This design comes from an exercise in tuning for small area on the open sky130 flow, not from production work. The RTL was checked by simulation tests, not by an equivalence proof against the original design. Power figures rest on the tool's default switching activity, not on a simulated workload.

## operand_fetch
module operand_fetch (
    input  logic        clk,
    input  logic        rst,
    input  logic        in_valid_i,
    output logic        in_ready_o,
    input  logic [3:0]  in_op_i,
    input  logic [4:0]  in_rs1_addr_i,
    input  logic [4:0]  in_rs2_addr_i,
    input  logic [4:0]  in_rd_addr_i,
    input  logic [31:0] in_imm_i,
    input  logic        in_use_imm_i,
    input  logic        ex_fwd_en_i,
    input  logic [4:0]  ex_fwd_addr_i,
    input  logic [31:0] ex_fwd_data_i,
    input  logic        wb_en_i,
    input  logic [4:0]  wb_addr_i,
    input  logic [31:0] wb_data_i,
    output logic        out_valid_o,
    input  logic        out_ready_i,
    output logic [3:0]  ALU_OP_o,
    output logic [31:0] ALU_RS1_o,
    output logic [31:0] ALU_RS2_o,
    output logic [4:0]  out_rd_addr_o
);
    logic        ph;
    logic        full;
    logic        accept;
    logic        hold;
    logic [31:0] st [1:31];
    logic [31:0] st_d [1:31];
    logic [31:0] wx;
    assign out_valid_o = full;
    assign in_ready_o  = !rst && (!full || out_ready_i);
    assign accept      = in_valid_i && in_ready_o;
    assign hold        = !accept;
    always_ff @(posedge clk) begin
        ph   <= !rst && !ph;
        full <= !rst && (accept || (full && !out_ready_i));
    end
    assign wx = wb_data_i ^ {32{ph}};
    for (genvar i = 1; i < 32; i++) begin : g_rf
        logic we, ws, hs;
        assign we = wb_en_i && (wb_addr_i == 5'(i));
        assign ws = rst || we;
        assign hs = rst || !we;
        for (genvar b = 0; b < 32; b++) begin : g_b
            of_oai22 u_d (.a1(st[i][b]), .a2(ws), .b1(wx[b]), .b2(hs), .y(st_d[i][b]));
        end
        always_ff @(posedge clk)
            st[i] <= st_d[i];
    end
  ...
clock: 5.0 ns
lec_check: 0
cap_margin: 20
core_margin: 2
core_utilization: 40
slew_margin: 20
synth_hierarchical: 1
run.sh (not shown) runs the stock make flow with config.mk's settings and CLKGATE_MAP_FILE= SYNTH_SCRIPT=/design/flow/synth_recipe.tcl, a recipe that flattens the netlist after the stock synthesis.
==> next run, changes <==
==> flow/flow/run.sh (new file) <==
#!/bin/bash
# The standard layout (the standard.sh, unchanged synthesis, floorplan, power grid, placement,
# CTS and routing), with one difference: the port buffers that global placement inserts on every
# input and output use the smallest buffer cell instead of the one buffer_ports picks by default.
set -euo pipefail
export BUFFER_PORTS_ARGS="-buffer_cell sky130_fd_sc_hd__buf_1"
bash standard.sh > standard.log 2>&1
==> flow/standard.sh (new file) <==
#!/bin/bash
# synth_recipe.tcl (not shown) runs the flow's synth.tcl, then flattens the netlist and writes it again
# the make line also repeats each setting of config.mk as NAME=value (left out here)
make -C /OpenROAD-flow-scripts/flow DESIGN_CONFIG=/design/flow/config.mk WORK_HOME=/design/flow/orfs CLKGATE_MAP_FILE= SYNTH_SCRIPT=/design/flow/synth_recipe.tcl "${@:-finish}"
- CTS_CLUSTER_DIAMETER: not set -> 100
- CTS_CLUSTER_SIZE: not set -> 25
removed: flow/run.sh
The changed run produced a clean layout.
Final cell count fell by a few percent.
Synthesized area does not change.
Wire length fell slightly.

---

== job 4360 ==
Another version of the RTL of operand_fetch (not shown whole).
For scale: roughly 3,500 cells after synthesis, about 1,100 flip-flops, roughly 210 I/O pins, ~40,000 µm² of cells after synthesis.
## operand_fetch
module operand_fetch (
    input  logic        clk,
    input  logic        rst,
    input  logic        in_valid_i,
    output logic        in_ready_o,
    input  logic [3:0]  in_op_i,
    input  logic [4:0]  in_rs1_addr_i,
    input  logic [4:0]  in_rs2_addr_i,
    input  logic [4:0]  in_rd_addr_i,
    input  logic [31:0] in_imm_i,
    input  logic        in_use_imm_i,
    input  logic        ex_fwd_en_i,
    input  logic [4:0]  ex_fwd_addr_i,
    input  logic [31:0] ex_fwd_data_i,
    input  logic        wb_en_i,
    input  logic [4:0]  wb_addr_i,
    input  logic [31:0] wb_data_i,
    output logic        out_valid_o,
    input  logic        out_ready_i,
    output logic [3:0]  ALU_OP_o,
    output logic [31:0] ALU_RS1_o,
    output logic [31:0] ALU_RS2_o,
    output logic [4:0]  out_rd_addr_o
);
    logic        ph;
    logic        full;
    logic        accept;
    logic        hold;
    logic [31:0] st [1:31];
    logic [31:0] st_d [1:31];
    logic [31:0] wx;
    assign out_valid_o = full;
    assign in_ready_o  = !rst && (!full || out_ready_i);
    assign accept      = in_valid_i && in_ready_o;
    assign hold        = !accept;
    always_ff @(posedge clk) begin
        ph   <= !rst && !ph;
        full <= !rst && (accept || (full && !out_ready_i));
    end
    assign wx = wb_data_i ^ {32{ph}};
    for (genvar i = 1; i < 32; i++) begin : g_rf
        logic we, ws, hs;
        assign we = wb_en_i && (wb_addr_i == 5'(i));
        assign ws = rst || we;
        assign hs = rst || !we;
        for (genvar b = 0; b < 32; b++) begin : g_b
            of_oai22 u_d (.a1(st[i][b]), .a2(ws), .b1(wx[b]), .b2(hs), .y(st_d[i][b]));
        end
        always_ff @(posedge clk)
            st[i] <= st_d[i];
    end
    logic        nz1, ex1, wb1, rf1, pe1;
    logic        nz2, ex2, wb2, rf2, im2, pe2, acc2;
    logic [31:1] sel1, sel2, nbyp;
    logic [3:0]  lo1, lo2, loe, low;
    logic [7:0]  hi1, hi2, hie, hiw;
    assign nz1 = (in_rs1_addr_i != 5'd0);
    assign ex1 = accept && nz1 && ex_fwd_en_i && (ex_fwd_addr_i == in_rs1_addr_i);
  ...
Settings: LEC_CHECK=0, CAP_MARGIN=20, CORE_MARGIN=2, CORE_UTILIZATION=40, CTS_BUF_LIST=sky130_fd_sc_hd__clkbuf_8, CTS_CLUSTER_DIAMETER=80, CTS_CLUSTER_SIZE=16, SLEW_MARGIN=20, SYNTH_HIERARCHICAL=1; clock period 5.0 ns.
standard.sh (not shown) runs the stock make flow with config.mk's settings and CLKGATE_MAP_FILE= SYNTH_SCRIPT=/design/flow/synth_recipe.tcl, a recipe that flattens the netlist after the stock synthesis.
==> flow/flow/run.sh <==
#!/bin/bash
# The standard layout (the standard.sh, unchanged synthesis, floorplan, power grid, placement,
# CTS and routing), with one difference: the port buffers that global placement inserts on every
# input and output use the smallest buffer cell instead of the one buffer_ports picks by default.
set -euo pipefail
export BUFFER_PORTS_ARGS="-buffer_cell sky130_fd_sc_hd__buf_1"
bash standard.sh > standard.log 2>&1
[inputs] job 1351 vs job 4360
Settings: CTS_BUF_LIST no longer set, was sky130_fd_sc_hd__clkbuf_8; CTS_CLUSTER_DIAMETER now 100, was 80; CTS_CLUSTER_SIZE now 25, was 16.
## What came out
- In job 1351, the endpoint arrival time on the critical path came out 0.04 ns above the value in job 4360.
- Delta(global-route usage, job 1351 - job 4360) < 0
- Going from job 4360 to job 1351, the required time reported for the critical path endpoint was found to have gone down by 0.09 ns.
- Achievable frequency for job 1351 is lower than for job 4360.
- On overall power, job 1351 does worse than job 4360.
- Per the comparison of job 1351 with job 4360, worst hold slack increased 0.068 ns; portion of total power attributed to combinational logic now smaller; share of the clock period used by the worst path after layout increased 2.6 points; critical path depth +1.
Relative to job 1351, the following input files were edited for job 6697:
Settings: CORE_UTILIZATION changed from 40 to 50; CTS_CLUSTER_DIAMETER changed from 100 to 80; CTS_BUF_LIST newly set to sky130_fd_sc_hd__clkbuf_8; CTS_CLUSTER_SIZE changed from 25 to 16.
==> comparison <==
Compare job 1351 and job 6697 | non-clock buffer share of cell area lower: job 1351
Post-CTS setup repair buffer count of job 1351 is on par with job 6697.
Met2 routed wirelength: job 6697 vs job 1351 up 4.1%
Of job 1351 and job 6697, the run reporting the lower average wire per cell in the routed design was job 1351.
Re number of buffers created by CTS: job 1351 and job 6697 aren't equal, and the lower value belongs to job 1351.
[diff] internal cell power, job 6697 relative to job 1351: improvement
Relative to job 1351, non-clock buffer count increased by 17% in job 6697.
Going from job 1351 to job 6697, number of buffers and inverters on the critical path went up by 1; first-pass GRT wire length picked up an extra about 2.3%.

## re-timing with driven ports
Ports are ideal in the flow. The routed layouts listed here were re-timed in OpenROAD. Step 1: set_driving_cell puts a clkbuf_16 on clk and a buf_2 on each other input, an assumption about the parent block. Step 2 adds t to the input delays and takes it off the output delays; t is the mean of the earliest and latest rising clock arrival at the registers after step 1. Input paths then give back, and output paths get back, about the clock's delay inside the block. Slacks: ideal / step 1 / step 2; pairs: ideal / step 1.
run	t, ns	slack for setup (ns)	clock arrival spread, ns
the first run of note 1	0.773	0.361 / 0.400 / -0.373	0.048 / 0.048
the second run of note 1	0.725	0.804 / 0.841 / 0.116	0.031 / 0.032
job 4360	0.834	1.068 / 1.113 / 0.280	0.067 / 0.067
job 1351	0.728	0.939 / 0.977 / 0.249	0.032 / 0.032
job 6697	0.799	0.794 / 0.827 / 0.028	0.073 / 0.073
With both steps, setup timing fails in the first run of note 1, where it was met with ideal ports. For job 4360, which loses most, drivers alone change the setup slack by +0.045 ns; drivers and shift together by -0.788 ns.
